This is an optimization exercise on Yosys and OpenROAD, whose aim is small area, a short achievable clock period and few clock cycles per item, not a production implementation. Where RTL was checked, it was by simulation tests only, not by an equivalence proof against the original. For runs 1 and 2, only the layout was checked, not whether the RTL still works. Power is estimated from default activity; no workload was simulated.

==> flow/design.v <==
`default_nettype none
package taurus_decode_pkg;
    localparam int xlen = 64;
    typedef enum logic [2:0] {
        fmt_r       = 3'd0,
        fmt_i       = 3'd1,
        fmt_s       = 3'd2,
        fmt_b       = 3'd3,
        fmt_u       = 3'd4,
        fmt_j       = 3'd5,
        fmt_illegal = 3'd6
    } inst_fmt_e;
    localparam logic [6:0] op_lui       = 7'b0110111;
    localparam logic [6:0] op_auipc     = 7'b0010111;
    localparam logic [6:0] op_jal       = 7'b1101111;
    localparam logic [6:0] op_jalr      = 7'b1100111;
    localparam logic [6:0] op_branch    = 7'b1100011;
    localparam logic [6:0] op_load      = 7'b0000011;
    localparam logic [6:0] op_store     = 7'b0100011;
    localparam logic [6:0] op_op_imm    = 7'b0010011;
    localparam logic [6:0] op_op        = 7'b0110011;
    localparam logic [6:0] op_op_imm_32 = 7'b0011011;
    localparam logic [6:0] op_op_32     = 7'b0111011;
    localparam logic [6:0] op_system    = 7'b1110011;
    localparam logic [2:0] cls_r     = 3'd0;
    localparam logic [2:0] cls_i     = 3'd1;
    localparam logic [2:0] cls_s     = 3'd2;
    localparam logic [2:0] cls_b     = 3'd3;
    localparam logic [2:0] cls_lui   = 3'd4;
    localparam logic [2:0] cls_j     = 3'd5;
    localparam logic [2:0] cls_ill   = 3'd6;
    localparam logic [2:0] cls_auipc = 3'd7;
    localparam int entry_w = xlen + 25 + 3;
    localparam int record_w = entry_w + 31 + 3;
endpackage
`default_nettype wire
`timescale 1ns/1ps
`default_nettype none
module common_bypass_buffer #(
    parameter int width      = 1,
    parameter int main_width = 1
) (
    input  wire      clk,
    input  wire      reset,
    input  wire [width-1:0] prev_data,
    input  wire      prev_valid,
    output logic     prev_ready,
    output logic                  sel_skid,
    output logic [width-1:0]      skid_data,
    output logic [width-1:0]      sel_data,
    input  wire  [main_width-1:0] main_data,
    output logic [main_width-1:0] next_data,
    output logic     next_valid,
    input  wire      next_ready
);
    logic [width-1:0] skid_q;
    logic             main_v, skid_v;
    assign prev_ready = !skid_v;
    assign next_valid = main_v;
    assign sel_skid   = skid_v;
    assign skid_data  = skid_q;
    assign sel_data   = skid_v ? skid_q : prev_data;
    always_ff @(posedge clk) begin
        if (!skid_v) begin
            skid_q <= prev_data;
        end
    end
    always_ff @(posedge clk) begin
        if (!main_v || next_ready) begin
            next_data <= main_data;
        end
    end
    always_ff @(posedge clk) begin
        if (reset) begin
            main_v <= 1'b0;
            skid_v <= 1'b0;
        end else begin
            if (!main_v || next_ready) begin
                main_v <= skid_v || prev_valid;
                skid_v <= 1'b0;
            end else if (!skid_v) begin
                skid_v <= prev_valid;
            end
        end
    end
endmodule
`default_nettype wire
`timescale 1ns/1ps
`default_nettype none
module decode_stage (
    input  wire  [31:0] in_inst,
    output logic [2:0]  out_cls
);
    always_comb begin
        case (in_inst[6:0])
            taurus_decode_pkg::op_op, taurus_decode_pkg::op_op_32:
                out_cls = taurus_decode_pkg::cls_r;
            taurus_decode_pkg::op_op_imm, taurus_decode_pkg::op_op_imm_32, taurus_decode_pkg::op_load,
            taurus_decode_pkg::op_jalr, taurus_decode_pkg::op_system:
                out_cls = taurus_decode_pkg::cls_i;
            taurus_decode_pkg::op_store:  out_cls = taurus_decode_pkg::cls_s;
            taurus_decode_pkg::op_branch: out_cls = taurus_decode_pkg::cls_b;
            taurus_decode_pkg::op_lui:    out_cls = taurus_decode_pkg::cls_lui;
            taurus_decode_pkg::op_auipc:  out_cls = taurus_decode_pkg::cls_auipc;
            taurus_decode_pkg::op_jal:    out_cls = taurus_decode_pkg::cls_j;
            default:                      out_cls = taurus_decode_pkg::cls_ill;
        endcase
    end
endmodule
module target_sel_stage (
    input  wire        known,
    input  wire  [2:0] cls,
    input  wire  [6:2] op,
    output logic [2:0] out_sel
);
    always_comb begin
        if (known) begin
            out_sel = {cls == taurus_decode_pkg::cls_b, cls == taurus_decode_pkg::cls_j,
                       cls == taurus_decode_pkg::cls_lui};
        end else begin
            out_sel = {!op[2], op[2] && op[3], op[2] && !op[3] && op[5]};
        end
    end
endmodule
`default_nettype wire
`timescale 1ns/1ps
`default_nettype none
module imm_gen_stage (
    input  wire  [2:0]  in_cls,
    input  wire  [31:7] inst,
    output taurus_decode_pkg::inst_fmt_e out_fmt,
    output logic [4:0]  out_rd,
    output logic [taurus_decode_pkg::xlen-1:0] out_imm
);
    always_comb begin
        case (in_cls)
            taurus_decode_pkg::cls_r:     out_fmt = taurus_decode_pkg::fmt_r;
            taurus_decode_pkg::cls_i:     out_fmt = taurus_decode_pkg::fmt_i;
            taurus_decode_pkg::cls_s:     out_fmt = taurus_decode_pkg::fmt_s;
            taurus_decode_pkg::cls_b:     out_fmt = taurus_decode_pkg::fmt_b;
            taurus_decode_pkg::cls_lui,
            taurus_decode_pkg::cls_auipc: out_fmt = taurus_decode_pkg::fmt_u;
            taurus_decode_pkg::cls_j:     out_fmt = taurus_decode_pkg::fmt_j;
            default:                      out_fmt = taurus_decode_pkg::fmt_illegal;
        endcase
    end
    assign out_rd = (in_cls == taurus_decode_pkg::cls_s || in_cls == taurus_decode_pkg::cls_b)
                    ? 5'd0 : inst[11:7];
    always_comb begin
        case (in_cls)
            taurus_decode_pkg::cls_i:   out_imm = {{52{inst[31]}}, inst[31:20]};
            taurus_decode_pkg::cls_s:   out_imm = {{52{inst[31]}}, inst[31:25], inst[11:7]};
            taurus_decode_pkg::cls_b:   out_imm = {{51{inst[31]}}, inst[31], inst[7],
                                                   inst[30:25], inst[11:8], 1'b0};
            taurus_decode_pkg::cls_lui,
            taurus_decode_pkg::cls_auipc: out_imm = {{32{inst[31]}}, inst[31:12], 12'd0};
            taurus_decode_pkg::cls_j:   out_imm = {{43{inst[31]}}, inst[31], inst[19:12],
                                                   inst[20], inst[30:21], 1'b0};
            default:                    out_imm = '0;
        endcase
    end
endmodule
`default_nettype wire
`timescale 1ns/1ps
`default_nettype none
module target_operand_stage (
    input  wire  [2:0]  in_sel,
    input  wire  [31:1] in_pc,
    input  wire  [31:7] inst,
    output logic [31:1] out_base,
    output logic [31:1] out_addend
);
    always_comb begin
        if (in_sel[2]) begin
            out_addend = {{19{inst[31]}}, inst[31], inst[7], inst[30:25], inst[11:8]};
        end else if (in_sel[1]) begin
            out_addend = {{11{inst[31]}}, inst[31], inst[19:12], inst[20], inst[30:21]};
        end else begin
            out_addend = {inst[31:12], 11'd0};
        end
    end
    assign out_base = in_sel[0] ? 31'd0 : in_pc;
endmodule
module target_calc_stage (
    input  wire  [2:0]  in_cls,
    input  wire  [31:1] in_base,
    input  wire  [31:1] in_addend,
    input  wire  [31:1] in_pc,
    input  wire         inst31,
    output logic [31:1] out_target_lo,
    output logic        out_inc,       
    output logic        out_dec,       
    output logic        out_lui        
);
    logic        use_imm;
    logic [31:1] sum;
    logic [31:2] link;
    logic        sum_carry, link_carry;
    assign use_imm = in_cls == taurus_decode_pkg::cls_b || in_cls == taurus_decode_pkg::cls_j
                  || in_cls == taurus_decode_pkg::cls_auipc || in_cls == taurus_decode_pkg::cls_lui;
    prefix_adder #(.width(31)) u_add (
        .a    (in_base),
        .b    (in_addend),
        .sum  (sum),
        .cout (sum_carry)
    );
    assign {link_carry, link} = {1'b0, in_pc[31:2]} + 31'd1;
    assign out_target_lo = use_imm ? sum : {link, in_pc[1]};
    assign out_inc = use_imm ? sum_carry && !inst31 : link_carry;
    assign out_dec = use_imm && !sum_carry && inst31;
    assign out_lui = in_cls == taurus_decode_pkg::cls_lui;
endmodule
module target_hi_stage (
    input  wire  [63:32] in_pc,
    input  wire          inst31,
    input  wire          inc,
    input  wire          dec,
    input  wire          lui,
    output logic [63:32] out_target_hi
);
    logic [63:32] ones, zeros;    
    prefix_and #(.width(32)) u_ones (
        .a   (in_pc),
        .all (ones)
    );
    prefix_and #(.width(32)) u_zeros (
        .a   (~in_pc),
        .all (zeros)
    );
    assign out_target_hi = lui ? {32{inst31}}
                               : in_pc ^ (({32{inc}} & ones) | ({32{dec}} & zeros));
endmodule
module prefix_and #(
    parameter int width = 8
) (
    input  wire  [width-1:0] a,
    output logic [width-1:0] all
);
    localparam int levels = $clog2(width);
    logic [width-1:0] t [0:levels];
    always_comb begin
        t[0] = {a[width-2:0], 1'b1};
        for (int l = 0; l < levels; l++) begin
            for (int i = 0; i < width; i++) begin
                if (i >= (1 << l)) begin
                    t[l+1][i] = t[l][i] & t[l][i - (1 << l)];
                end else begin
                    t[l+1][i] = t[l][i];
                end
            end
        end
    end
    assign all = t[levels];
endmodule
module prefix_adder #(
    parameter int width = 8,
    parameter int style = 1
) (
    input  wire  [width-1:0] a,
    input  wire  [width-1:0] b,
    output logic [width-1:0] sum,
    output logic             cout
);
    localparam int levels = $clog2(width);
    logic [width-1:0] g [0:levels];
    logic [width-1:0] p [0:levels];
    always_comb begin
        g[0] = a & b;
        p[0] = a ^ b;
        for (int l = 0; l < levels; l++) begin
            for (int i = 0; i < width; i++) begin
                if (style == 0) begin
                    if (i >= (1 << l)) begin
                        g[l+1][i] = g[l][i] | (p[l][i] & g[l][i - (1 << l)]);
                        p[l+1][i] = p[l][i] & p[l][i - (1 << l)];
                    end else begin
                        g[l+1][i] = g[l][i];
                        p[l+1][i] = p[l][i];
                    end
                end else begin
                    if ((i >> l) % 2 == 1) begin
                        g[l+1][i] = g[l][i] | (p[l][i] & g[l][((i >> l) << l) - 1]);
                        p[l+1][i] = p[l][i] & p[l][((i >> l) << l) - 1];
                    end else begin
                        g[l+1][i] = g[l][i];
                        p[l+1][i] = p[l][i];
                    end
                end
            end
        end
    end
    assign sum  = p[0] ^ {g[levels][width-2:0], 1'b0};
    assign cout = g[levels][width-1];
endmodule
`default_nettype wire
`timescale 1ns/1ps
`default_nettype none
module decode_pipe_top (
    input  wire             clk,
    input  wire             reset,
    input  wire             in_valid,
    output logic            in_ready,
    input  wire [taurus_decode_pkg::xlen-1:0]  in_pc,
    input  wire [31:0]      in_inst,
    output logic            out_valid,
    input  wire             out_ready,
    output logic [taurus_decode_pkg::xlen-1:0] out_pc,
    output taurus_decode_pkg::inst_fmt_e       out_fmt,
    output logic [4:0]      out_rd,
    output logic [taurus_decode_pkg::xlen-1:0] out_imm,
    output logic [taurus_decode_pkg::xlen-1:0] out_target
);
    logic [2:0]  in_cls, s_cls, q_cls;
    logic [63:0] s_pc;
    logic [31:7] s_inst, q_inst;
    logic [31:1] s_tlo, q_tlo;
    logic        s_inc, s_dec, s_lui, q_inc, q_dec, q_lui;
    logic        s_known;
    logic [63:0] k_pc;
    logic [31:7] k_inst;
    logic [2:0]  k_cls;
    logic [2:0]  in_sel, k_sel;
    logic [31:1] in_base, in_addend, k_base, k_addend, s_base, s_addend;
    decode_stage u_decode (
        .in_inst (in_inst),
        .out_cls (in_cls)
    );
    target_sel_stage u_in_sel (
        .known   (1'b0),
        .cls     (in_cls),
        .op      (in_inst[6:2]),
        .out_sel (in_sel)
    );
    target_operand_stage u_in_operand (
        .in_sel     (in_sel),
        .in_pc      (in_pc[31:1]),
        .inst       (in_inst[31:7]),
        .out_base   (in_base),
        .out_addend (in_addend)
    );
    target_sel_stage u_skid_sel (
        .known   (1'b1),
        .cls     (k_cls),
        .op      (5'd0),
        .out_sel (k_sel)
    );
    target_operand_stage u_skid_operand (
        .in_sel     (k_sel),
        .in_pc      (k_pc[31:1]),
        .inst       (k_inst),
        .out_base   (k_base),
        .out_addend (k_addend)
    );
    assign s_base   = s_known ? k_base : in_base;
    assign s_addend = s_known ? k_addend : in_addend;
    target_calc_stage u_target_calc (
        .in_cls        (s_cls),
        .in_base       (s_base),
        .in_addend     (s_addend),
        .in_pc         (s_pc[31:1]),
        .inst31        (s_inst[31]),
        .out_target_lo (s_tlo),
        .out_inc       (s_inc),
        .out_dec       (s_dec),
        .out_lui       (s_lui)
    );
    common_bypass_buffer #(
        .width      (taurus_decode_pkg::entry_w),
        .main_width (taurus_decode_pkg::record_w)
    ) u_buffer (
        .clk        (clk),
        .reset      (reset),
        .prev_data  ({in_pc, in_inst[31:7], in_cls}),
        .prev_valid (in_valid),
        .prev_ready (in_ready),
        .sel_skid   (s_known),
        .skid_data  ({k_pc, k_inst, k_cls}),
        .sel_data   ({s_pc, s_inst, s_cls}),
        .main_data  ({s_pc, s_inst, s_cls, s_tlo, s_inc, s_dec, s_lui}),
        .next_data  ({out_pc, q_inst, q_cls, q_tlo, q_inc, q_dec, q_lui}),
        .next_valid (out_valid),
        .next_ready (out_ready)
    );
    imm_gen_stage u_imm_gen (
        .in_cls  (q_cls),
        .inst    (q_inst),
        .out_fmt (out_fmt),
        .out_rd  (out_rd),
        .out_imm (out_imm)
    );
    target_hi_stage u_target_hi (
        .in_pc         (out_pc[63:32]),
        .inst31        (q_inst[31]),
        .inc           (q_inc),
        .dec           (q_dec),
        .lui           (q_lui),
        .out_target_hi (out_target[63:32])
    );
    assign out_target[31:1] = q_tlo;
    assign out_target[0]    = out_pc[0] && !q_lui;
endmodule
`default_nettype wire
==> flow/flow/run.sh <==
#!/bin/bash
# The standard layout (standard.sh), with two changes: the port buffers
# are the smallest buffer cell, and full adders are left to ABC instead of
# being extracted into adder cells before it. Each tool's output is in the
# ORFS logs under orfs/logs; make's own output is in standard.log.
bash standard.sh BUFFER_PORTS_ARGS="-buffer_cell sky130_fd_sc_hd__buf_1" ADDER_MAP_FILE= finish > standard.log 2>&1
==> flow/standard.sh <==
#!/bin/bash
# synth_recipe.tcl (not shown) runs the flow's synth.tcl, then flattens the netlist and writes it again
# the make line also repeats each setting of config.mk as NAME=value (left out here)
make -C /OpenROAD-flow-scripts/flow DESIGN_CONFIG=/design/flow/config.mk WORK_HOME=/design/flow/orfs CLKGATE_MAP_FILE= SYNTH_SCRIPT=/design/flow/synth_recipe.tcl "${@:-finish}"
==> flow/config.mk <==
export PLATFORM = sky130hd
export DESIGN_NAME = decode_pipe_top
export DESIGN_NICKNAME = decode_pipe_top
export VERILOG_FILES = /design/flow/design.v
export SDC_FILE = /design/flow/constraint.sdc
export NUM_CORES = 4
export LEC_CHECK = 0
export CAP_MARGIN = 20
export CORE_MARGIN = 2
export CORE_UTILIZATION = 40
export SETUP_SLACK_MARGIN = 1.5
export SLEW_MARGIN = 20
==> flow/constraint.sdc <==
create_clock -name core_clock -period 5.5 [get_ports {clk}]
set_input_delay 1.1000 -clock core_clock [delete_from_list [all_inputs] [get_ports {clk}]]
set_output_delay 1.1000 -clock core_clock [all_outputs]
set_load 0.01 [all_outputs]
==> impl_metrics.tcl, run 1 <==
set metrics [dict create \
    drtAntennaViolNets 0 \
    regArea_mm2 0.00568 \
    coreArea_mm2 0.0299 \
    syn_area_per_cell_um2 9.95 \
    post-route-drc-count 0 \
    rsz0062_at_grt "yes" \
    slew_violations 0 \
    multiInputGateArea_mm2 0.00640 \
    grt_max_degree 50 \
    wl_per_cell_um 19.6 \
    final_common_cell "buf_1" \
    fillers 2851 \
    die_h_um 179 \
    synth_cells 1227 \
    dr.pass1.iters 5 \
    wirelength_um 37900 \
    via_per_inst 5.43 \
    ys_async_sr_fraction_pct 0 \
    path_clk_slew_ps 60 \
    hold_viol 0 \
    fin_worst_skew_ps 23.9 \
    area_growth_pct 25.1 \
    power_per_cell_area_mw_per_mm2 298 \
    hpwl_um 27600 \
    start_util_pct 40.9 \
    rows 63 \
    maxCapViolCount 0 \
    place.gp.congestion 0.910 \
    io_buffers 301 \
    worst-setup-path-type "reg2out" \
    final_cell_mix "buf_1, edfxtp_1, nand2_1, dfxtp_1, nor2_1" \
    fin_crit_ps 4960 \
    critPathRequiredTime_ps 4400 \
    synthDistinctLibCells 89 \
    fmax_mhz 201 \
    fp.dieW_um 179 \
    synth-edff-count 126 \
    setup_viol 0 \
    finalNonFillerCells 1937 \
    status "timing/DRC/antenna clean" \
    gr-total-overflow 0 \
    dp.cells 1841 \
    syn-cell-area_mm2 0.0122 \
    layout-drive-gt1-share_pct 19.1 \
    htreeDepth 1 \
    grt_antenna_before_repair 7 \
    crit_fanout 2 \
    fin_nets 1624 \
    yosysSeqAreaShare_pct 46.4 \
    slew_headroom_pct 30.1 \
    arrival_ps 3860 \
    crit_path_start_kind "flip-flop" \
    grt_use_total_pct 22.4 \
    fin_crit_sh_pct 90.2 \
    worst_pin_slew_ps 1050 \
    grt_pass1_vias 9939 \
    ir_worst_vdd_mv 0.245 \
    synth_flop_cell "edfxtp_1" \
    cts_buffers 25 \
    ctsLongestPathBuffers 3 \
    clock_sinks 220 \
    grt_pass1_wl_um 55200 \
    cts_tree "yes" \
    yosys_warnings 10 \
    drt_iter0_markers 530 \
    vias 10500 \
    min_path_type "reg2reg" \
    cts_root_buf "clkbuf_16" \
    setup_tns_ps 0 \
    syn_nets 1327 \
    ios 302 \
    post-route-util_pct 51.1 \
    ys_ff_latch 220 \
    clk_latency_ps 540 \
    leakage_nw 5.72 \
    die_area_mm2 0.0319 \
    end_kind "output pin" \
]
==> per-stage QoR <==
step	cell area, µm²	worst slack (ps)	hold WS, ps	total power [W]
2_1_floorplan	12400	1200	446	0.00258
3_3_place_gp	13600	536	450	0.00284
3_5_place_dp	13600	447	458	0.00285
4_1_cts	14700	340	471	0.00455
5_1_grt	15300	333	480	0.00476
6_report	15300	537	470	0.00455
==> metal layers <==
| metal | global-route usage, % | up-vias | share of wire, % |
|---|---|---|---|
| met1 | 27.5 | 5069 | 41 |
| met3 | 4.69 | 56 | 7.1 |
| li1 | - | 5025 | - |
| met2 | 40.2 | 355 | 50 |
| met5 | 0 | - | 0.12 |
| met4 | 5.39 | 6 | 1.9 |
==> cell usage after synthesis (13+ instances only) <==
master    count  area [µm²]
buf_2        16        80.1
nand3_1      16        80.1
nand2b_1     22         138
clkbuf_1     27         101
a21oi_1      67         335
nor2_1       84         315
inv_1        53         199
and2_1       21         131
buf_4        37         278
a21o_1       19         143
dfxtp_1      94        1880
nand4_1      13        81.3
and3_1       17         106
nand2_1     114         428
xnor2_1      58         508
edfxtp_1    126        3780
nor2b_1      20         125
xor2_1       40         350
a31oi_1      15        93.8
nor3_1       16        80.1
o21ai_0      63         315
mux2_2       61         687
o22ai_1      18         113
==> area by class of cell <==
type                       instances  area share [%]
multi-input combinational        863            41.9
sequential                       220            37.2
timing repair buffer             360            10.9
clock buffer                      36            4.63
tap                              390            3.20
inverter                          54            1.34
clock inverter                    10           0.762
antenna                            4          0.0655
==> cell families after synthesis <==
logic type	share of synthesized area, %
compound gates	16.3
xor+xnor	7.03
fa+ha+maj	1.10
buf+inv	6.13
flops	46.4
mux	6.53
simple gates	16.5
==> what timing repair did <==
| action | in CTS | in global routing |
|---|---|---|
| buffers inserted | 22 | 23 |
| pin swaps | 15 | 37 |
| hold buffers | 0 | 0 |
| endpoints found under the setup margin | 80 | 69 |
| resized for setup | 47 | 79 |
| gates cloned | 1 | 0 |
==> critical path, cell delays in order (launching register included) <==
cell and delay, ps:
edfxtp_1 400, or4b_4 590, nor4_4 180, nand4_1 220, nor3_2 200, and3_4 250, nand3_4 80, or3_4 350
or3_4 360, nor3_4 130, mux2_4 170, xnor2_1 50, o21ai_1 190, buf_2 180
==> worst paths after layout <==
| check | slack [ps] | endpoint | startpoint | depth (start not counted) |
|---|---|---|---|---|
| max | 540 | out_target[63] | u_buffer.next_data[94] | 13 |
| min | 470 | u_buffer.skid_q[81] | u_buffer.skid_q[81] | 1 |
| min reg2reg | 470 | u_buffer.skid_q[81] | u_buffer.skid_q[81] | 1 |
| max reg2reg | 1620 | u_buffer.next_data[18] | u_buffer.skid_v | 13 |
==> sequential cells by signal, summed over array words and instances (netlist names) <==
register	flops
u_buffer.next_data	126
u_buffer.skid_q	92
u_buffer.main_v	1
u_buffer.skid_v	1
==> power by group <==
group / internal, W / switching [W]
combinational: 0.000362 / 0.000549
clock: 0.000991 / 0.000663
sequential: 0.00189 / 0.0000936
==> run 2, diff against run 1 <==
==> flow/run.sh (new file) <==
#!/bin/bash
# synth_recipe.tcl (not shown) runs the flow's synth.tcl, then flattens the netlist and writes it again
# the make line also repeats each setting of config.mk as NAME=value (left out here)
make -C /OpenROAD-flow-scripts/flow DESIGN_CONFIG=/design/flow/config.mk WORK_HOME=/design/flow/orfs CLKGATE_MAP_FILE= SYNTH_SCRIPT=/design/flow/synth_recipe.tcl finish
removed: flow/flow/run.sh
removed: flow/standard.sh
==> impl_metrics.tcl, run 2 <==
set metrics [dict create \
    yosysSeqAreaShare_pct 47.6 \
    regArea_mm2 0.00567 \
    dr.pass1.iters 5 \
    cts_tree "yes" \
    setup_ws_ps 1440 \
    die_h_um 176 \
    fin_crit_ps 4060 \
    coreArea_mm2 0.0295 \
    fp.dieW_um 176 \
    synth_cells 1185 \
    fin_worst_skew_ps 15.3 \
    reg_top3 "u_buffer.next_data x126, u_buffer.skid_q x92" \
    ctsLongestPathBuffers 3 \
    die_area_mm2 0.0311 \
    yosys_warnings 10 \
    synth_common_cells "nand2_1, edfxtp_1, dfxtp_1" \
    p_switching_w 0.00128 \
    setup_viol 0 \
    final_cell_mix "clkdlybuf4s50_1, nand2_1, edfxtp_1, dfxtp_1" \
    worstPathCellList "or4b_4 > nor4_4 > and4_4 > nand4_4 > buf_4 > o31ai_4 > xnor2_1 > o21ai_1 > buf_2" \
    ir_worst_vdd_mv 0.183 \
    clk_latency_ps 530 \
    vias 9949 \
    min_path_type "reg2reg" \
    ys_ff_latch 220 \
    cpPeakStageDelay_ps 530 \
    gr-total-overflow 0 \
    drt_iter0_markers 706 \
    post-route-drc-count 0 \
    drtAntennaViolNets 0 \
    synth_area_leaders "edfxtp_1, dfxtp_1, mux2_2" \
    leakage_nw 6.38 \
    switching_share_pct 27.0 \
    slowest_stage "or4b_4" \
    fillers 2627 \
    p_int_w 0.00345 \
    crit_path_start_kind "flip-flop" \
    wl_per_cell_um 19.0 \
    final_common_cell "clkdlybuf4s50_1" \
    slew_headroom_pct 31.9 \
    end_kind "output pin" \
    multiInputGateArea_mm2 0.00594 \
    hpwl_um 26700 \
    worst_pin_slew_ps 1020 \
    setup_tns_ps 0 \
    pwr-share-comb_pct 22.1 \
    grt_max_degree 80 \
    ios 302 \
    wirelength_um 35800 \
    io_buffers 301 \
    yosysTopAreaCellShare_pct 31.8 \
    crit_fanout 6 \
    synth_flop_cell "edfxtp_1" \
    min_from "u_buffer.skid_q[28]" \
    synth_most_common_cell "nand2_1" \
    cts_buffers 25 \
    critPathRequiredTime_ps 4400 \
    grt_antenna_before_repair 1 \
    dpl_worst_slack_ps 436 \
    status "timing/DRC/antenna clean" \
    fin_crit_sh_pct 73.9 \
    syn_nets 1321 \
    hold_viol 0 \
    htreeDepth 1 \
    via_per_inst 5.27 \
    r2r-start "u_buffer.skid_q[1]" \
    critPathLaunch "u_buffer.next_data[1]" \
    dp.cells 1801 \
    layout-drive-gt1-share_pct 17.1 \
    slew_violations 0 \
    syn-cell-area_mm2 0.0119 \
    rsz0062_at_grt "yes" \
    maxCapViolCount 0 \
    largest_reg_flops 126 \
    arrival_ps 2960 \
    fmax_mhz 246 \
    p_clk_share_pct 35.8 \
    path_clk_slew_ps 60 \
    synth-edff-count 126 \
    power_per_cell_area_mw_per_mm2 287 \
    worst-setup-path-type "reg2out" \
    place.gp.congestion 0.896 \
    cts_root_buf "clkbuf_16" \
    yosys.area.top_type "edfxtp_1" \
    grt_use_total_pct 22.4 \
    grt_pass1_vias 9688 \
    grt_pass1_wl_um 54800 \
    holdBufCountCts 0 \
    p_seq_share_pct 42.1 \
    ys_async_sr_fraction_pct 0 \
    fin_nets 1614 \
    finalNonFillerCells 1888 \
    top_register "u_buffer.next_data" \
    start_util_pct 40.3 \
    area_growth_pct 38.6 \
    rows 63 \
    synthDistinctLibCells 78 \
    syn_area_per_cell_um2 10.0 \
    clock_sinks 220 \
]
[run 2: final timing paths]
| path | endpoint | slack [ps] | cells after the start |
|---|---|---|---|
| worst max-delay path | out_target[62] | 1440 | 9 |
| worst min-delay path | u_buffer.skid_q[28] | 470 | 1 |
| worst max register to register | u_buffer.next_data[12] | 1660 | 15 |
| worst min register to register | u_buffer.skid_q[28] | 470 | 1 |
[run 2: repair_timing]
| item | in CTS | in global routing |
|---|---|---|
| endpoints found under the setup margin | 97 | 98 |
| pin swaps | 14 | 12 |
| resized for setup | 128 | 55 |
| buffers inserted | 25 | 15 |
| gates cloned | 0 | 0 |
[run 2: final cells by class]
class	count	area share, %
Clock buffer	36	4.48
Sequential cell	220	34.4
Timing Repair Buffer	356	20.4
Clock inverter	10	0.668
Multi-Input combinational cell	829	36.1
Tap cell	390	2.96
Antenna cell	1	0.0152
Inverter	46	1.05
[run 2: kinds of logic after synthesis]
logic type | after synthesis | share of synthesized area (%)
xor+xnor | 71 | 5.23
buf+inv | 136 | 5.61
mux | 75 | 6.93
simple gates | 372 | 15.7
flops | 220 | 47.6
fa+ha+maj | 36 | 4.10
compound gates | 275 | 14.8
[run 2: routing by layer]
| layer | global-route usage, % | wire length [µm] | vias to the layer above |
|---|---|---|---|
| li1 | - | - | 4859 |
| met1 | 29.5 | 15600 | 4663 |
| met2 | 37.8 | 16700 | 365 |
| met3 | 3.66 | 2360 | 62 |
| met4 | 7.27 | 1160 | 0 |
| met5 | 0 | 0 | - |
[run 2: power by group through the flow]
stage	Combinational, W	Sequential, W	Clock (W)
2_1_floorplan	0.000512	0.00202	0
3_3_place_gp	0.000999	0.00203	0
3_5_place_dp	0.00100	0.00202	0
4_1_cts	0.00102	0.00199	0.00173
5_1_grt	0.00114	0.00201	0.00179
6_report	0.00104	0.00199	0.00169
[run 2: worst max-delay path, delay by kind of cell, from the launching register on]
family | cells | cell delay, ps
DFF | 1 | 480
buffers and inverters | 2 | 360
xor gates and xnor gates | 1 | 150
and+or+nand+nor | 4 | 1220
AOI/OAI and AO/OA | 2 | 240
[run 2: per-stage QoR]
| stage | power, W | area (µm²) | utilization (%) | hold slack, ps |
|---|---|---|---|---|
| after floorplan | 0.00253 | 12000 | - | 446 |
| after global placement | 0.00302 | 15100 | 51.1 | 450 |
| after detailed placement | 0.00303 | 15100 | 51.1 | 459 |
| after CTS | 0.00474 | 16200 | 55.0 | 472 |
| after global routing | 0.00493 | 16500 | 55.9 | 479 |
| final | 0.00472 | 16500 | 55.9 | 469 |
==> run 3, diff against run 2 <==
--- a/flow/design.v
+++ b/flow/design.v
@@ -33,4 +33,14 @@
     localparam int entry_w = xlen + 25 + 3;
     localparam int record_w = entry_w + 31 + 3;
+    function automatic integer ceil_log2(input integer n);
+        integer r, i;
+        begin
+            r = 0;
+            for (i = 0; i < 31; i = i + 1) begin
+                if ((1 << i) < n) r = i + 1;
+            end
+            ceil_log2 = r;
+        end
+    endfunction
 endpackage
 `default_nettype wire
@@ -237,5 +247,5 @@
     output logic [width-1:0] all
 );
-    localparam int levels = $clog2(width);
+    localparam int levels = taurus_decode_pkg::ceil_log2(width);
     logic [width-1:0] t [0:levels];
     always_comb begin
@@ -262,5 +272,5 @@
     output logic             cout
 );
-    localparam int levels = $clog2(width);
+    localparam int levels = taurus_decode_pkg::ceil_log2(width);
     logic [width-1:0] g [0:levels];
     logic [width-1:0] p [0:levels];
==> impl_metrics.tcl, run 3 <==
set metrics [dict create \
    coreArea_mm2 0.0295 \
    fin_crit_sh_pct 73.9 \
    area_growth_pct 38.6 \
    arrival_ps 2960 \
    critPathRequiredTime_ps 4400 \
    post-route-util_pct 55.9 \
    synth_cells 1185 \
    yosysTopAreaCellShare_pct 31.8 \
    power_per_cell_area_mw_per_mm2 287 \
    drtAntennaViolNets 0 \
    synth_xor_area_share_pct 5.23 \
    synth_flop_cell "edfxtp_1" \
    hpwl_um 26700 \
    crit_buf_inv 2 \
    ys_async_sr_fraction_pct 0 \
    slew_headroom_pct 31.9 \
    total_power_w 0.00472 \
    die_h_um 176 \
    p_int_w 0.00345 \
    yosysSeqAreaShare_pct 47.6 \
    wirelength_um 35800 \
    reg_top3 "u_buffer.next_data x126, u_buffer.skid_q x92" \
    final_cell_mix "clkdlybuf4s50_1, nand2_1, edfxtp_1, dfxtp_1" \
    via_per_inst 5.27 \
    maxCapViolCount 0 \
    fin_crit_ps 4060 \
    rsz0062_at_grt "yes" \
    top_register "u_buffer.next_data" \
    status "timing/DRC/antenna clean" \
    cts_buffers 25 \
    fmax_mhz 246 \
    min_from "u_buffer.skid_q[28]" \
    finalNonFillerCells 1888 \
    slowest_stage "or4b_4" \
    cts_root_buf "clkbuf_16" \
    synth_area_leaders "edfxtp_1, dfxtp_1, mux2_2" \
    synth_adder_area_share_pct 4.10 \
    yosys_warnings 10 \
    io_buffers 301 \
    p_clk_share_pct 35.8 \
    synth_simple_gate_area_share_pct 15.7 \
    cpPeakStageDelay_ps 530 \
    r2r-start "u_buffer.skid_q[1]" \
    p_switching_w 0.00128 \
    min_path_type "reg2reg" \
    htreeDepth 1 \
    syn_area_per_cell_um2 10.0 \
    fp.dieW_um 176 \
    fin_worst_skew_ps 15.3 \
    final_common_cell "clkdlybuf4s50_1" \
    largest_reg_flops 126 \
    hold_viol 0 \
    clk_latency_ps 530 \
    worst-setup-path-type "reg2out" \
    synth_compound_area_share_pct 14.8 \
    fin_nets 1614 \
    grt_antenna_before_repair 1 \
    p_seq_share_pct 42.1 \
    worstPathCellList "or4b_4 > nor4_4 > and4_4 > nand4_4 > buf_4 > o31ai_4 > xnor2_1 > o21ai_1 > buf_2" \
    crit_path_start_kind "flip-flop" \
    synth_most_common_cell "nand2_1" \
    crit_fanout 6 \
    synthMuxAreaShare_pct 6.93 \
    reg2reg_to "u_buffer.next_data[12]" \
    ys_ff_latch 220 \
    die_area_mm2 0.0311 \
    synthDistinctLibCells 78 \
    whs_endpoint "u_buffer.skid_q[28]" \
    leakage_nw 6.38 \
    ff2ff_path_depth 15 \
    setup_viol 0 \
    grt_use_total_pct 22.4 \
    vias 9949 \
    dp.cells 1801 \
    place.gp.congestion 0.896 \
    grt_pass1_vias 9688 \
    synth_common_cells "nand2_1, edfxtp_1, dfxtp_1" \
    whs_ps 469 \
    synth-edff-count 126 \
    syn_nets 1321 \
    post-route-drc-count 0 \
    rows 63 \
    drt_iter0_markers 706 \
    layout-drive-gt1-share_pct 17.1 \
    end_kind "output pin" \
    pwr-share-comb_pct 22.1 \
    grt_max_degree 80 \
    setup_tns_ps 0 \
    r2r_setup_slack_ps 1660 \
    ctsLongestPathBuffers 3 \
    worst_pin_slew_ps 1020 \
    crit_family "simple AND/OR/NAND/NOR gates" \
    gr-total-overflow 0 \
    synth_top_family_by_area "simple AND/OR/NAND/NOR gates" \
    grt_pass1_wl_um 54800 \
    syn-cell-area_mm2 0.0119 \
    wl_per_cell_um 19.0 \
    ir_worst_vdd_mv 0.183 \
    yosys.area.top_type "edfxtp_1" \
    start_util_pct 40.3 \
    min_path_cells 1 \
    path_clk_slew_ps 60 \
    dr.pass1.iters 5 \
    slew_violations 0 \
    cts_tree "yes" \
    switching_share_pct 27.0 \
    clock_sinks 220 \
    ios 302 \
]
run 3: cell counts after synthesis:
Identical to the previous run, type by type.
run 3: logic make-up (layout without fill, tap and decap cells):
group | count (synthesis) | in the layout
buf+inv | 136 | 448
fa+ha+maj | 36 | 36
xor+xnor | 71 | 71
mux | 75 | 75
other cells | 0 | 1
flops | 220 | 220
compound gates | 275 | 275
simple gates | 372 | 372
run 3: layer usage:
layer	vias to the layer above	global-route usage [%]	share of wire (%)
li1	4859	-	-
met1	4663	29.5	43
met2	365	37.8	47
met3	62	3.66	6.6
met4	0	7.27	3.2
met5	-	0	0
run 3: repair_timing:
action,CTS,global route
endpoints found under the setup margin,97,98
resized for setup,128,55
pin swaps,14,12
setup buffers,25,15
hold buffers,0,0
run 3: stage by stage:
stage	setup WS [ps]	instance area (µm²)
3_3_place_gp	471	15100
5_1_grt	1310	16500
6_report	1440	16500
4_1_cts	1300	16200
3_5_place_dp	436	15100
2_1_floorplan	1340	12000
run 3: worst max path at each step:
stage | from | end | slack (ps) | depth (start not counted)
finish | u_buffer.next_data[1] | out_target[62] | 1440 | 9
global route | u_buffer.next_data[107] | out_target[63] | 1310 | 8
floorplan | in_inst[3] | u_buffer.next_data[12] | 1340 | 16
CTS | u_buffer.next_data[1] | out_target[63] | 1300 | 8
global placement | in_inst[2] | u_buffer.next_data[33] | 470 | 13
detailed placement | in_inst[2] | u_buffer.next_data[33] | 440 | 13
run 3: power by group through the flow:
stage | registers (W) | logic [W] | clock network [W]
finish | 0.00199 | 0.00104 | 0.00169
global route | 0.00201 | 0.00114 | 0.00179
CTS | 0.00199 | 0.00102 | 0.00173
detailed placement | 0.00202 | 0.00100 | 0
global placement | 0.00203 | 0.000999 | 0
floorplan | 0.00202 | 0.000512 | 0
run 3: final cells by class:
class                      count  area (µm²)
antenna                        1        2.50
fill                        2627       13000
timing repair buffer         356        3360
sequential                   220        5670
tap                          390         488
multi-input combinational    829        5940
inverter                      46         173
clock inverter                10         110
clock buffer                  36         738
Testbench counts of run 3, summed over its fixed seeds: cycles 9,165, items 8,000.
==> run 4, diff against run 3 <==
--- a/flow/config.mk
+++ b/flow/config.mk
@@ -8,5 +8,7 @@
 export CAP_MARGIN = 20
 export CORE_MARGIN = 2
-export CORE_UTILIZATION = 40
+export CORE_UTILIZATION = 60
+export CTS_BUF_LIST = sky130_fd_sc_hd__clkbuf_4 sky130_fd_sc_hd__clkbuf_8
+export CTS_CLUSTER_SIZE = 30
 export SETUP_SLACK_MARGIN = 1.5
 export SLEW_MARGIN = 20
==> impl_metrics.tcl, run 4 <==
set metrics [dict create \
    syn-cell-area_mm2 0.0119 \
    syn_nets 1321 \
    min_path_cells 1 \
    cts_tree "yes" \
    power_per_cell_area_mw_per_mm2 279 \
    min_from "u_buffer.skid_q[66]" \
    synth-edff-count 126 \
    yosys.area.top_type "edfxtp_1" \
    yosysTopAreaCellShare_pct 31.8 \
    syn_area_per_cell_um2 10.0 \
    fin_crit_ps 4250 \
    clock_sinks 220 \
    wl_per_cell_um 21.3 \
    layout-drive-gt1-share_pct 18.6 \
    reg_top3 "u_buffer.next_data x126, u_buffer.skid_q x92" \
    place.gp.congestion 0.941 \
    fin_nets 1637 \
    dr.pass1.iters 6 \
    synthDistinctLibCells 78 \
    critPathRequiredTime_ps 4400 \
    fp.dieW_um 145 \
    r2r_setup_slack_ps 1660 \
    path_clk_slew_ps 60 \
    drtAntennaViolNets 0 \
    via_per_inst 6.02 \
    grt_max_degree 75 \
    final_cell_mix "clkdlybuf4s50_1, nand2_1, edfxtp_1, dfxtp_1, nor2_1" \
    grt_pass1_wl_um 54100 \
    setup_tns_ps 0 \
    hpwl_um 24900 \
    maxCapViolCount 0 \
    start_util_pct 61.1 \
    multiInputGateArea_mm2 0.00592 \
    largest_reg_flops 126 \
    regArea_mm2 0.00567 \
    grt_pass1_vias 10100 \
    cts_buffers 36 \
    grt_use_total_pct 33.6 \
    fin_crit_sh_pct 77.2 \
    holdBufCountCts 0 \
    vias 10800 \
    fillers 1112 \
    leakage_nw 6.43 \
    synth_common_cells "nand2_1, edfxtp_1, dfxtp_1" \
    ff2ff_path_depth 12 \
    fin_worst_skew_ps 16.9 \
    wirelength_um 38200 \
    gr-total-overflow 0 \
    synth_cells 1185 \
    synth_most_common_cell "nand2_1" \
    post-route-drc-count 0 \
    rsz0062_at_grt "yes" \
    synth_flop_cell "edfxtp_1" \
    drt_iter0_markers 991 \
    slew_headroom_pct 30.3 \
    end_kind "output pin" \
    ys_async_sr_fraction_pct 0 \
    ys_ff_latch 220 \
    hold_viol 0 \
    grt_antenna_before_repair 1 \
    clk_latency_ps 540 \
    htreeDepth 2 \
    crit_fanout 5 \
    dp.cells 1676 \
    arrival_ps 3150 \
    min_path_type "reg2reg" \
    io_buffers 301 \
    crit_path_start_kind "flip-flop" \
    final_common_cell "clkdlybuf4s50_1" \
    top_register "u_buffer.next_data" \
    r2r-start "u_buffer.skid_v" \
    ios 302 \
    slew_violations 0 \
    reg2reg_to "u_buffer.next_data[2]" \
    yosys_warnings 10 \
    synth_area_leaders "edfxtp_1, dfxtp_1, mux2_2" \
    cts_root_buf "clkbuf_8" \
    ir_worst_vdd_mv 0.226 \
    fmax_mhz 235 \
    rows 51 \
    status "timing/DRC/antenna clean" \
    yosysSeqAreaShare_pct 47.6 \
    setup_viol 0 \
    die_area_mm2 0.0210 \
    ctsLongestPathBuffers 3 \
    worst_pin_slew_ps 1050 \
    worst-setup-path-type "reg2out" \
    finalNonFillerCells 1795 \
    die_h_um 145 \
    whs_endpoint "u_buffer.skid_q[66]" \
    area_growth_pct 37.2 \
    coreArea_mm2 0.0195 \
]
run 4: cell types whose count changed in the layout (fill, tap and decap cells not counted), moves of 5 or more:
cell           delta
clkbuf_1          -5
nor2_2            -8
clkbuf_8         +34
clkbuf_16        -26
dlygate4sd2_1     -5
nor2_1            +8
buf_6             +5
clkbuf_4         +12
buf_4             +6
run 4: repair_timing:
| action | 4_1_cts | 5_1_grt |
|---|---|---|
| setup buffers | 32 | 20 |
| endpoints found under the setup margin | 98 | 56 |
| gates cloned | 0 | 0 |
| resized for setup | 137 | 49 |
| pin swaps | 20 | 26 |
run 4: worst max path at each step:
stage / startpoint / endpoint / slack [ps] / cells past startpoint
6_report: u_buffer.next_data[106] / out_target[57] / 1250 / 12
2_1_floorplan: in_inst[3] / u_buffer.next_data[12] / 1340 / 16
3_5_place_dp: in_inst[3] / u_buffer.next_data[2] / 490 / 14
5_1_grt: u_buffer.next_data[106] / out_target[57] / 970 / 12
3_3_place_gp: in_inst[3] / u_buffer.next_data[2] / 580 / 14
4_1_cts: u_buffer.next_data[95] / out_target[63] / 1270 / 8
run 4: metrics by stage:
| step | setup WS [ps] | util [%] | area (µm²) | hold WS [ps] | power [W] |
|---|---|---|---|---|---|
| finish | 1250 | 83.8 | 16300 | 472 | 0.00455 |
| global route | 975 | 83.8 | 16300 | 482 | 0.00472 |
| detailed placement | 493 | 76.6 | 14900 | 459 | 0.00302 |
| global placement | 584 | 76.6 | 14900 | 451 | 0.00299 |
| CTS | 1270 | 82.4 | 16000 | 473 | 0.00451 |
| floorplan | 1340 | - | 12000 | 446 | 0.00253 |
run 4: cells by family (layout without fill, tap and decap cells):
kind of cell,count (synthesis),after routing,share of synthesized area (%)
and+or+nand+nor,372,372,15.7
AOI/OAI and AO/OA,275,275,14.8
DFF,220,220,47.6
buffers and inverters,136,479,5.61
muxes,75,75,6.93
xor gates and xnor gates,71,71,5.23
adders and majority gates,36,36,4.10
other,0,2,0
run 4: metal layers:
| layer | vias up | GRT usage [%] | share of wire (%) |
|---|---|---|---|
| li1 | 4897 | - | - |
| met1 | 5081 | 40.1 | 36 |
| met2 | 680 | 57.6 | 49 |
| met3 | 150 | 8.09 | 10 |
| met4 | 0 | 15.0 | 4.4 |
| met5 | - | 0 | 0 |
run 4: where the power goes:
part | internal, W | switching [W] | total (W)
combinational | 0.000523 | 0.000538 | 0.00106
sequential | 0.00189 | 0.0000991 | 0.00199
clock | 0.000835 | 0.000664 | 0.00150
run 4: critical path: stages, from the launching register on:
cell       delay, ps
edfxtp_1         480
buf_4            200
nor4_4           350
and4b_2          350
and4_4           270
buf_4            130
buf_6             80
buf_6             90
nand3_4           90
o2bb2ai_4        160
xnor2_2           80
o21ai_1          170
buf_2            170
run 4: layout make-up:
class | instances | area share [%]
antenna | 2 | 0.0307
multi-input combinational | 829 | 36.3
timing repair buffer | 368 | 21.2
clock buffer | 51 | 3.84
tap | 265 | 2.03
sequential | 220 | 34.8
clock inverter | 14 | 0.752
inverter | 46 | 1.06
==> run 5, diff against run 4 <==
==> flow/flow/run.sh (new file) <==
#!/bin/bash
# The standard layout (standard.sh) with three changes:
#  - the port buffers are the smallest buffer cell (buf_1), resized later as
#    timing needs;
#  - full adders are left to ABC instead of being extracted into adder cells;
#  - the slow stacked AND/OR cells are kept out of mapping and resizing, on
#    top of the platform's own don't-use list.
# Each tool's full output is in the ORFS logs under orfs/logs; make's own
# output is in standard.log.
PLATFORM_DONT_USE="sky130_fd_sc_hd__probe_p_8 sky130_fd_sc_hd__probec_p_8 sky130_fd_sc_hd__lpflow_bleeder_1 sky130_fd_sc_hd__lpflow_clkbufkapwr_1 sky130_fd_sc_hd__lpflow_clkbufkapwr_16 sky130_fd_sc_hd__lpflow_clkbufkapwr_2 sky130_fd_sc_hd__lpflow_clkbufkapwr_4 sky130_fd_sc_hd__lpflow_clkbufkapwr_8 sky130_fd_sc_hd__lpflow_clkinvkapwr_1 sky130_fd_sc_hd__lpflow_clkinvkapwr_16 sky130_fd_sc_hd__lpflow_clkinvkapwr_2 sky130_fd_sc_hd__lpflow_clkinvkapwr_4 sky130_fd_sc_hd__lpflow_clkinvkapwr_8 sky130_fd_sc_hd__lpflow_decapkapwr_12 sky130_fd_sc_hd__lpflow_decapkapwr_3 sky130_fd_sc_hd__lpflow_decapkapwr_4 sky130_fd_sc_hd__lpflow_decapkapwr_6 sky130_fd_sc_hd__lpflow_decapkapwr_8 sky130_fd_sc_hd__lpflow_inputiso0n_1 sky130_fd_sc_hd__lpflow_inputiso0p_1 sky130_fd_sc_hd__lpflow_inputiso1n_1 sky130_fd_sc_hd__lpflow_inputiso1p_1 sky130_fd_sc_hd__lpflow_inputisolatch_1 sky130_fd_sc_hd__lpflow_isobufsrc_1 sky130_fd_sc_hd__lpflow_isobufsrc_16 sky130_fd_sc_hd__lpflow_isobufsrc_2 sky130_fd_sc_hd__lpflow_isobufsrc_4 sky130_fd_sc_hd__lpflow_isobufsrc_8 sky130_fd_sc_hd__lpflow_isobufsrckapwr_16 sky130_fd_sc_hd__lpflow_lsbuf_lh_hl_isowell_tap_1 sky130_fd_sc_hd__lpflow_lsbuf_lh_hl_isowell_tap_2 sky130_fd_sc_hd__lpflow_lsbuf_lh_hl_isowell_tap_4 sky130_fd_sc_hd__lpflow_lsbuf_lh_isowell_4 sky130_fd_sc_hd__lpflow_lsbuf_lh_isowell_tap_1 sky130_fd_sc_hd__lpflow_lsbuf_lh_isowell_tap_2 sky130_fd_sc_hd__lpflow_lsbuf_lh_isowell_tap_4"
SLOW=""
for c in a2111o a311o a32o a41o and4 and4b and4bb o2111a o311a o32a o41a or3 or3b or4 or4b or4bb maj3; do
  for n in 1 2 4; do SLOW="$SLOW sky130_fd_sc_hd__${c}_$n"; done
done
bash standard.sh BUFFER_PORTS_ARGS="-buffer_cell sky130_fd_sc_hd__buf_1" ADDER_MAP_FILE= \
  DONT_USE_CELLS="$PLATFORM_DONT_USE$SLOW" finish > standard.log 2>&1
==> flow/standard.sh (new file) <==
#!/bin/bash
# synth_recipe.tcl (not shown) runs the flow's synth.tcl, then flattens the netlist and writes it again
# the make line also repeats each setting of config.mk as NAME=value (left out here)
make -C /OpenROAD-flow-scripts/flow DESIGN_CONFIG=/design/flow/config.mk WORK_HOME=/design/flow/orfs CLKGATE_MAP_FILE= SYNTH_SCRIPT=/design/flow/synth_recipe.tcl "${@:-finish}"
--- a/flow/config.mk
+++ b/flow/config.mk
@@ -8,7 +8,5 @@
 export CAP_MARGIN = 20
 export CORE_MARGIN = 2
-export CORE_UTILIZATION = 60
-export CTS_BUF_LIST = sky130_fd_sc_hd__clkbuf_4 sky130_fd_sc_hd__clkbuf_8
-export CTS_CLUSTER_SIZE = 30
+export CORE_UTILIZATION = 40
 export SETUP_SLACK_MARGIN = 1.5
 export SLEW_MARGIN = 20
removed: flow/run.sh
==> impl_metrics.tcl, run 5 <==
set metrics [dict create \
    ys_async_sr_fraction_pct 0 \
    diodes 0 \
    rows 64 \
    synth_compound_area_share_pct 16.5 \
    ir_worst_vdd_mv 0.220 \
    syn-cell-area_mm2 0.0123 \
    synth_flop_cell "edfxtp_1" \
    wl_per_cell_um 19.1 \
    fmax_mhz 219 \
    setup_viol 0 \
    io_buffers 301 \
    drtAntennaViolNets 0 \
    grt_antenna_before_repair 1 \
    post-route-drc-count 0 \
    grt_use_total_pct 21.6 \
    ys_ff_latch 220 \
    p_int_w 0.00337 \
    worst_pin_slew_ps 1010 \
    synth-edff-count 126 \
    min_path_type "reg2reg" \
    htreeDepth 1 \
    syn_area_per_cell_um2 9.82 \
    drt_iter0_markers 718 \
    crit_fanout 4 \
    arrival_ps 3470 \
    p_switching_w 0.00132 \
    finalNonFillerCells 1961 \
    synth_adder_area_share_pct 0 \
    setup_tns_ps 0 \
    cts_buffers 26 \
    fp.dieW_um 179 \
    fin_crit_sh_pct 83.0 \
    ios 302 \
    synth_area_leaders "edfxtp_1, dfxtp_1, mux2_2" \
    worst-setup-path-type "reg2out" \
    die_h_um 179 \
    synth_xor_area_share_pct 7.26 \
    status "timing/DRC/antenna clean" \
    pwr-share-comb_pct 18.7 \
    synth_most_common_cell "nand2_1" \
    via_per_inst 5.39 \
    synth_top_family_by_area "simple AND/OR/NAND/NOR gates" \
    fin_nets 1645 \
    p_clk_share_pct 38.8 \
    slew_headroom_pct 32.6 \
    dr.pass1.iters 5 \
    dp.cells 1874 \
    synthDistinctLibCells 79 \
    maxCapViolCount 0 \
    largest_reg_flops 126 \
    hold_viol 0 \
    top_register "u_buffer.next_data" \
    start_util_pct 40.3 \
    fillers 2903 \
    critPathRequiredTime_ps 4400 \
    yosysTopAreaCellShare_pct 30.8 \
    switching_share_pct 28.1 \
    regArea_mm2 0.00567 \
    final_cell_mix "buf_1, nand2_1, edfxtp_1, dfxtp_1, o21ai_0" \
    grt_pass1_vias 9780 \
    grt_pass1_wl_um 53800 \
    crit_path_start_kind "flip-flop" \
    leakage_nw 5.67 \
    place.gp.congestion 0.910 \
    design_area_mm2 0.0151 \
    p_seq_share_pct 42.5 \
    synthMuxAreaShare_pct 6.78 \
    power_per_cell_area_mw_per_mm2 310 \
    r2r-start "u_buffer.skid_v" \
    final_common_cell "buf_1" \
    ctsLongestPathBuffers 3 \
    critPathLaunch "u_buffer.next_data[95]" \
    path_clk_slew_ps 60 \
    wirelength_um 37500 \
    syn_nets 1350 \
    coreArea_mm2 0.0304 \
    yosysSeqAreaShare_pct 46.2 \
    layout-drive-gt1-share_pct 16.8 \
    hpwl_um 27100 \
    rsz0062_at_grt "yes" \
    clock_sinks 220 \
    yosys.area.top_type "edfxtp_1" \
    fin_crit_ps 4570 \
    min_from "u_buffer.skid_q[60]" \
    yosys_warnings 10 \
    placed_area_mm2 0.0136 \
    whs_ps 473 \
    die_area_mm2 0.0321 \
    cts_tree "yes" \
    synth_simple_gate_area_share_pct 17.8 \
    total_power_w 0.00469 \
    multiInputGateArea_mm2 0.00622 \
    slew_violations 0 \
    reg_top3 "u_buffer.next_data x126, u_buffer.skid_q x92" \
    clk_latency_ps 530 \
    area_growth_pct 23.1 \
    end_kind "output pin" \
    grt_max_degree 96 \
    gr-total-overflow 0 \
    synth_common_cells "nand2_1, edfxtp_1, dfxtp_1" \
    synth_cells 1250 \
    fin_worst_skew_ps 20.9 \
    cts_root_buf "clkbuf_16" \
    vias 10600 \
]
-- run 5: power groups by stage --
stage | clock, W | combinational [W] | sequential (W)
after global routing | 0.00193 | 0.000965 | 0.00201
final | 0.00182 | 0.000877 | 0.00199
after CTS | 0.00186 | 0.000848 | 0.00199
after global placement | 0 | 0.000819 | 0.00202
after detailed placement | 0 | 0.000827 | 0.00202
after floorplan | 0 | 0.000560 | 0.00202
-- run 5: per-layer routing --
layer | vias up | share of wire (%) | track usage, %
met2 | 385 | 49 | 38.4
met4 | 2 | 1.9 | 4.50
li1 | 5084 | - | -
met1 | 5051 | 42 | 27.6
met3 | 47 | 7.0 | 3.73
met5 | - | 0.035 | 0
-- run 5: layout make-up --
cell class              instances  share of cell area [%]
multi-input cells             897                    41.2
flip-flops and latches        220                    37.5
repair buffers                355                    10.8
clock buffers                  37                    5.12
well taps                     396                    3.28
inverters                      45                    1.12
clock inverters                11                   0.952
-- run 5: cell families after synthesis --
group | Yosys count
mux | 76
simple gates | 422
xor+xnor | 100
compound gates | 298
buf+inv | 134
flops | 220
-- run 5: metrics by stage --
step	setup WS (ps)	util, %
floorplan	1510	-
global placement	923	44.6
detailed placement	848	44.6
CTS	921	48.6
global route	684	49.7
finish	933	49.7
-- run 5: final timing paths --
kind | to | slack (ps) | cells after the start
hold reg to reg | u_buffer.skid_q[60] | 470 | 1
hold / removal | u_buffer.skid_q[60] | 470 | 1
setup reg to reg | u_buffer.next_data[1] | 1810 | 13
setup / recovery | out_target[63] | 930 | 13
-- run 5: worst max-delay path, stage by stage, from the launching register on --
cell	delay, ps
edfxtp_1	470
nor4b_4	340
nand4_1	250
nor4bb_4	400
nand4_1	200
nor2_1	160
nand2_1	100
nor3_2	190
nand2_1	120
nor3_2	130
mux2i_1	120
xor2_1	150
o21ai_1	140
buf_2	160
-- run 5: repair_timing --
item | in CTS | in global routing
hold buffers | 0 | 0
gates cloned | 0 | 3
endpoints found under the setup margin | 28 | 46
pin swaps | 16 | 9
setup buffers | 20 | 16
resized for setup | 35 | 43
==> run 6, diff against run 5 <==
--- a/flow/flow/run.sh
+++ b/flow/flow/run.sh
@@ -4,4 +4,6 @@
 #    timing needs;
 #  - full adders are left to ABC instead of being extracted into adder cells;
+#  - the upper-half and lower-half target logic are mapped on their own, so
+#    that ABC keeps their depth short;
 #  - the slow stacked AND/OR cells are kept out of mapping and resizing, on
 #    top of the platform's own don't-use list.
@@ -14,3 +16,3 @@
 done
 bash standard.sh BUFFER_PORTS_ARGS="-buffer_cell sky130_fd_sc_hd__buf_1" ADDER_MAP_FILE= \
-  DONT_USE_CELLS="$PLATFORM_DONT_USE$SLOW" finish > standard.log 2>&1
+  DONT_USE_CELLS="$PLATFORM_DONT_USE$SLOW" SYNTH_KEEP_MODULES="target_hi_stage target_calc_stage" finish > standard.log 2>&1
--- a/flow/config.mk
+++ b/flow/config.mk
@@ -9,4 +9,4 @@
 export CORE_MARGIN = 2
 export CORE_UTILIZATION = 40
-export SETUP_SLACK_MARGIN = 1.5
+export SETUP_SLACK_MARGIN = 2.2
 export SLEW_MARGIN = 20
==> impl_metrics.tcl, run 6 <==
set metrics [dict create \
    status "timing/DRC/antenna clean" \
    synth_most_common_cell "nand2_1" \
    largest_reg_flops 126 \
    min_path_type "reg2reg" \
    yosys.area.top_type "edfxtp_1" \
    maxCapViolCount 0 \
    io_buffers 301 \
    gr-total-overflow 0 \
    leakage_nw 6.79 \
    switching_share_pct 29.8 \
    worst_pin_slew_ps 827 \
    synth_flop_cell "edfxtp_1" \
    setup_viol 0 \
    wl_per_cell_um 20.0 \
    worst-setup-path-type "reg2out" \
    p_seq_share_pct 40.6 \
    crit_fanout 5 \
    vias 11700 \
    ff2ff_path_depth 16 \
    hpwl_um 27500 \
    syn_area_per_cell_um2 9.73 \
    r2r-start "u_buffer.skid_q[2]" \
    fin_worst_skew_ps 20.7 \
    dpl_worst_slack_ps 834 \
    slew_headroom_pct 44.9 \
    start_util_pct 40.6 \
    dr.pass1.iters 5 \
    p_switching_w 0.00146 \
    coreArea_mm2 0.0306 \
    fin_crit_sh_pct 68.4 \
    reg2reg_to "u_buffer.next_data[29]" \
    min_path_cells 1 \
    htreeDepth 1 \
    ir_worst_vdd_mv 0.247 \
    reg_top3 "u_buffer.next_data x126, u_buffer.skid_q x92" \
    ctsLongestPathBuffers 3 \
    yosysSeqAreaShare_pct 45.6 \
    final_common_cell "buf_1" \
    grt_use_total_pct 24.2 \
    grt_antenna_before_repair 4 \
    yosysTopAreaCellShare_pct 30.5 \
    yosys_warnings 10 \
    syn_nets 1376 \
    hold_viol 0 \
    ys_ff_latch 220 \
    rows 64 \
    power_per_cell_area_mw_per_mm2 283 \
    p_int_w 0.00343 \
    slowest_stage "edfxtp_1" \
    pwr-share-comb_pct 24.6 \
    fin_crit_ps 3760 \
    setup_tns_ps 0 \
    drt_iter0_markers 1154 \
    final_cell_mix "buf_1, nand2_1, buf_4, edfxtp_1, dfxtp_1" \
    drtAntennaViolNets 0 \
    synth_area_leaders "edfxtp_1, dfxtp_1, nand2_1" \
    cpPeakStageDelay_ps 510 \
    p_clk_share_pct 34.8 \
    min_from "u_buffer.skid_q[70]" \
    die_area_mm2 0.0325 \
    end_kind "output pin" \
    place.gp.congestion 0.923 \
    layout-drive-gt1-share_pct 32.2 \
    ys_async_sr_fraction_pct 0 \
    fp.dieW_um 180 \
    fillers 2675 \
    regArea_mm2 0.00567 \
    worstPathCellList "nor4b_4 > buf_4 > nor4bb_4 > buf_4 > nand4_1 > a211o_1 > o211ai_2 > buf_2" \
    arrival_ps 2660 \
    cp_common_cell "buf_4" \
    via_per_inst 5.56 \
    die_h_um 180 \
    path_clk_slew_ps 60 \
    cts_tree "yes" \
    ios 302 \
    top_register "u_buffer.next_data" \
    clock_sinks 220 \
    synth_common_cells "nand2_1, edfxtp_1, dfxtp_1" \
    synth-edff-count 126 \
    clk_latency_ps 520 \
    r2r_setup_slack_ps 1910 \
    syn-cell-area_mm2 0.0124 \
    area_growth_pct 39.2 \
    wirelength_um 42100 \
    rsz0062_at_grt "yes" \
    cts_buffers 25 \
    grt_pass1_wl_um 62700 \
    synthDistinctLibCells 88 \
    critPathRequiredTime_ps 4400 \
    crit_path_start_kind "flip-flop" \
    setup_ws_ps 1740 \
    fmax_mhz 266 \
    multiInputGateArea_mm2 0.00734 \
    fin_nets 1793 \
    post-route-drc-count 0 \
    slew_violations 0 \
    synth_cells 1276 \
    cts_root_buf "clkbuf_16" \
    whs_endpoint "u_buffer.skid_q[70]" \
    grt_max_degree 52 \
    grt_pass1_vias 10900 \
]
[run 6: per-layer routing]
layer  wire [µm]  track usage [%]  vias to the layer above
li1            -                -                     5430
met1       17100             31.5                     5657
met2       20600             41.8                      536
met3        3230             3.96                       83
met4        1160             6.32                        4
met5          27                0                        -
[run 6: per-module statistics from Yosys, one instance, submodules excluded]
module	cell area (µm²)	cells inside	times used
decode_pipe_top	8490	668	1
target_calc_stage	2410	376	1
target_hi_stage	1520	232	1
[run 6: how the worst max path moves through the flow]
stage / startpoint / to / slack [ps] / depth (start not counted)
final: u_buffer.next_data[96] / out_target[62] / 1740 / 8
after global routing: u_buffer.next_data[98] / out_target[58] / 1640 / 7
after CTS: u_buffer.next_data[116] / out_target[60] / 1760 / 6
after detailed placement: in_inst[3] / u_buffer.next_data[24] / 830 / 16
after global placement: in_inst[3] / u_buffer.next_data[24] / 950 / 16
after floorplan: in_inst[5] / u_buffer.next_data[29] / 1740 / 14
[run 6: critical path: cells and delay by family, from the launching register on]
| family | cells | cell delay [ps] |
|---|---|---|
| buf+inv | 3 | 520 |
| simple gates | 3 | 710 |
| compound gates | 2 | 400 |
| flops | 1 | 510 |
[run 6: cell families (layout without fill, tap and decap cells)]
| family | after synthesis | in the layout | share of synthesized area (%) |
|---|---|---|---|
| buffers and inverters | 127 | 559 | 5.72 |
| multiplexers | 66 | 66 | 5.90 |
| flip-flops | 220 | 220 | 45.6 |
| other | 0 | 2 | 0 |
| XOR/XNOR | 101 | 101 | 7.12 |
| AO/OA/AOI/OAI | 284 | 284 | 15.2 |
| AND/OR/NAND/NOR | 478 | 479 | 20.4 |
[run 6: area by class of cell]
cell class | count | share of cell area [%]
diodes | 2 | 0.0290
clock buffers | 31 | 3.75
clock inverters | 12 | 0.992
inverters | 26 | 0.601
multi-input cells | 930 | 42.5
flip-flops and latches | 220 | 32.8
well taps | 396 | 2.87
repair buffers | 490 | 16.5
[run 6: timing repair]
action                                  4_1_cts  5_1_grt
endpoints found under the setup margin      107       96
cloned                                        5        0
setup buffers                               105       63
hold buffers                                  0        0
gates resized for setup                     200      117
pin swaps                                    78       95
[run 6: power groups by stage]
stage | clock [W] | combinational (W) | sequential (W)
2_1_floorplan | 0 | 0.000608 | 0.00202
3_3_place_gp | 0 | 0.000866 | 0.00202
3_5_place_dp | 0 | 0.000871 | 0.00202
4_1_cts | 0.00172 | 0.00108 | 0.00199
5_1_grt | 0.00180 | 0.00129 | 0.00200
6_report | 0.00170 | 0.00120 | 0.00199
[run 6: per-stage QoR]
stage | util, % | instance area, µm² | power, W | instances | hold WS [ps]
final | 56.5 | 17300 | 0.00489 | 2107 | 468
after global routing | 56.5 | 17300 | 0.00508 | 2106 | 485
after CTS | 53.6 | 16400 | 0.00479 | 2042 | 471
after detailed placement | 45.1 | 13800 | 0.00290 | 1889 | 458
after global placement | 45.1 | 13800 | 0.00289 | 1889 | 450
after floorplan | - | 12600 | 0.00263 | 1276 | 446
==> run 7, diff against run 6 <==
--- a/flow/config.mk
+++ b/flow/config.mk
@@ -9,4 +9,4 @@
 export CORE_MARGIN = 2
 export CORE_UTILIZATION = 40
-export SETUP_SLACK_MARGIN = 2.2
+export SETUP_SLACK_MARGIN = 1.5
 export SLEW_MARGIN = 20
==> impl_metrics.tcl, run 7 <==
set metrics [dict create \
    status "timing/DRC/antenna clean" \
    vias 10600 \
    drtAntennaViolNets 0 \
    ff2ff_path_depth 15 \
    slew_violations 0 \
    drt_iter0_markers 752 \
    hpwl_um 26900 \
    cpPeakStageDelay_ps 510 \
    post-route-drc-count 0 \
    grt_pass1_wl_um 55300 \
    p_switching_w 0.00133 \
    start_util_pct 40.6 \
    reg_top3 "u_buffer.next_data x126, u_buffer.skid_q x92" \
    ios 302 \
    min_path_type "reg2reg" \
    cts_root_buf "clkbuf_16" \
    yosys.area.top_type "edfxtp_1" \
    switching_share_pct 28.7 \
    power_per_cell_area_mw_per_mm2 307 \
    syn_area_per_cell_um2 9.73 \
    fin_worst_skew_ps 10.3 \
    leakage_nw 5.66 \
    synth_most_common_cell "nand2_1" \
    setup_tns_ps 0 \
    clock_sinks 220 \
    rsz0062_at_grt "no" \
    worst_pin_slew_ps 931 \
    critPathRequiredTime_ps 5760 \
    fmax_mhz 255 \
    syn-cell-area_mm2 0.0124 \
    cts_tree "yes" \
    holdBufCountCts 0 \
    gr-total-overflow 0 \
    yosysSeqAreaShare_pct 45.6 \
    crit_fanout 10 \
    maxCapViolCount 0 \
    top_register "u_buffer.next_data" \
    worst-setup-path-type "in2reg" \
    synth_area_leaders "edfxtp_1, dfxtp_1, nand2_1" \
    ys_async_sr_fraction_pct 0 \
    synth-edff-count 126 \
    final_cell_mix "buf_1, nand2_1, edfxtp_1, dfxtp_1, nor2_1" \
    synth_flop_cell "edfxtp_1" \
    r2r-start "u_buffer.skid_q[2]" \
    fin_nets 1641 \
    place.gp.congestion 0.863 \
    yosys_warnings 10 \
    cp-endpoint "u_buffer.next_data[32]" \
    p_clk_share_pct 37.3 \
    ctsLongestPathBuffers 3 \
    layout-drive-gt1-share_pct 16.7 \
    grt_antenna_before_repair 1 \
    diodes 0 \
    hold_viol 0 \
    end_kind "flip-flop" \
    crit_path_start_kind "input port" \
    critPathLaunch "in_inst[2]" \
    coreArea_mm2 0.0306 \
    fin_crit_sh_pct 71.3 \
    yosysTopAreaCellShare_pct 30.5 \
    clk_latency_ps 520 \
    cts_buffers 25 \
    synth_common_cells "nand2_1, edfxtp_1, dfxtp_1" \
    grt_pass1_vias 9898 \
    wirelength_um 36800 \
    setup_viol 0 \
    p_seq_share_pct 42.9 \
    wl_per_cell_um 18.8 \
    ys_ff_latch 220 \
    worstPathCellList "clkbuf_2 > buf_6 > nor2b_2 > and2_4 > buf_12 > o22ai_1 > a31oi_2 > o31ai_1 > o221ai_1 > nand3_1 > a221oi_2 > buf_4 > o21ai_2 > a21oi_1 > o31ai_2 > xnor2_1 > a21oi_1" \
    die_h_um 180 \
    slowest_stage "o22ai_1" \
    synthDistinctLibCells 88 \
    total_power_w 0.00464 \
    grt_use_total_pct 21.3 \
    r2r_setup_slack_ps 1660 \
    p_int_w 0.00331 \
    fp.dieW_um 180 \
    final_common_cell "buf_1" \
    cp_common_cell "a21oi_1" \
    via_per_inst 5.44 \
    arrival_ps 4180 \
    reg2reg_to "u_buffer.next_data[10]" \
    fin_crit_ps 3920 \
    grt_max_degree 52 \
    path_clk_slew_ps 60 \
    syn_nets 1376 \
    area_growth_pct 21.7 \
    slew_headroom_pct 37.8 \
    whs_ps 468 \
    pwr-share-comb_pct 19.8 \
    ir_worst_vdd_mv 0.205 \
    dr.pass1.iters 5 \
    rows 64 \
    synth_cells 1276 \
    die_area_mm2 0.0325 \
    largest_reg_flops 126 \
    htreeDepth 1 \
    io_buffers 301 \
]
run 7: cell types whose count changed in the layout (fill, tap and decap cells not counted), sizes merged:
cell      previous run  this run
clkinv               6         5
and2                29        28
diode                2         0
clkbuf              32        36
inv                 25        26
buf                488       336
clkinvlp             3         2
run 7: worst min-delay path by stage:
stage	slack, ps	depth (start not counted)	start	to
2_1_floorplan	450	1	u_buffer.skid_q[91]	u_buffer.skid_q[91]
3_5_place_dp	460	1	u_buffer.skid_q[73]	u_buffer.skid_q[73]
6_report	470	1	u_buffer.skid_q[69]	u_buffer.skid_q[69]
5_1_grt	480	1	u_buffer.skid_q[85]	u_buffer.skid_q[85]
3_3_place_gp	450	1	u_buffer.skid_q[71]	u_buffer.skid_q[71]
4_1_cts	470	1	u_buffer.skid_q[73]	u_buffer.skid_q[73]
run 7: area by class of cell:
cell class,instances,area (µm²)
fill,2932,15500
multi-input combinational,929,6500
sequential,220,5670
timing repair buffer,339,1490
clock buffer,34,689
tap,396,495
clock inverter,11,161
inverter,26,103
run 7: worst max-delay path, delay by kind of cell:
family,cells,cell delay [ps]
xor gates and xnor gates,1,140
buffers and inverters,4,580
AOI/OAI and AO/OA,9,1820
and+or+nand+nor,3,510
run 7: Yosys stat by module (local to each module, per instance):
module             flip-flops and latches  cells inside  cell area, µm²
decode_pipe_top                       220           668            8490
target_hi_stage                         0           232            1520
target_calc_stage                       0           376            2410
run 7: repair_timing:
action | CTS | global route
buffers inserted | 3 | 13
pin swaps | 4 | 16
gates resized for setup | 20 | 71
gates cloned | 1 | 2
setup endpoints to repair | 24 | 29
run 7: kinds of logic (layout without fill, tap and decap cells):
family                    after synthesis  after routing  synth area share, %
AOI/OAI and AO/OA                     284            284                 15.2
muxes                                  66             66                 5.90
xor gates and xnor gates              101            101                 7.12
DFF                                   220            220                 45.6
buffers and inverters                 127            410                 5.72
and+or+nand+nor                       478            478                 20.4
run 7: per-layer routing:
metal | GRT usage [%] | vias to the layer above | wire (µm)
li1 | - | 5124 | -
met4 | 6.81 | 2 | 1030
met1 | 28.3 | 5066 | 16300
met3 | 3.74 | 62 | 2230
met2 | 35.2 | 380 | 17200
met5 | 0 | - | 13
run 7: power groups by stage:
stage / Sequential [W] / Combinational [W] / Clock (W)
detailed placement: 0.00202 / 0.000845 / 0
global placement: 0.00202 / 0.000839 / 0
global route: 0.00201 / 0.00100 / 0.00183
CTS: 0.00199 / 0.000866 / 0.00177
finish: 0.00199 / 0.000920 / 0.00173
floorplan: 0.00202 / 0.000587 / 0
run 7: metrics by stage:
step	setup slack (ps)	cell area (µm²)	utilization (%)	instances
floorplan	1500	12400	-	1276
global placement	771	13600	44.5	1891
detailed placement	749	13600	44.5	1891
CTS	1500	14600	47.8	1940
global route	1470	15100	49.4	1955
finish	1580	15100	49.4	1955

Setup slack of run 7, layout unchanged: 1.581 ns with ideal ports, 1.608 ns with driving cells assumed (clock clkbuf_16, inputs buf_2), 1.044 ns with port delays also shifted by the 0.564 ns mid clock arrival.
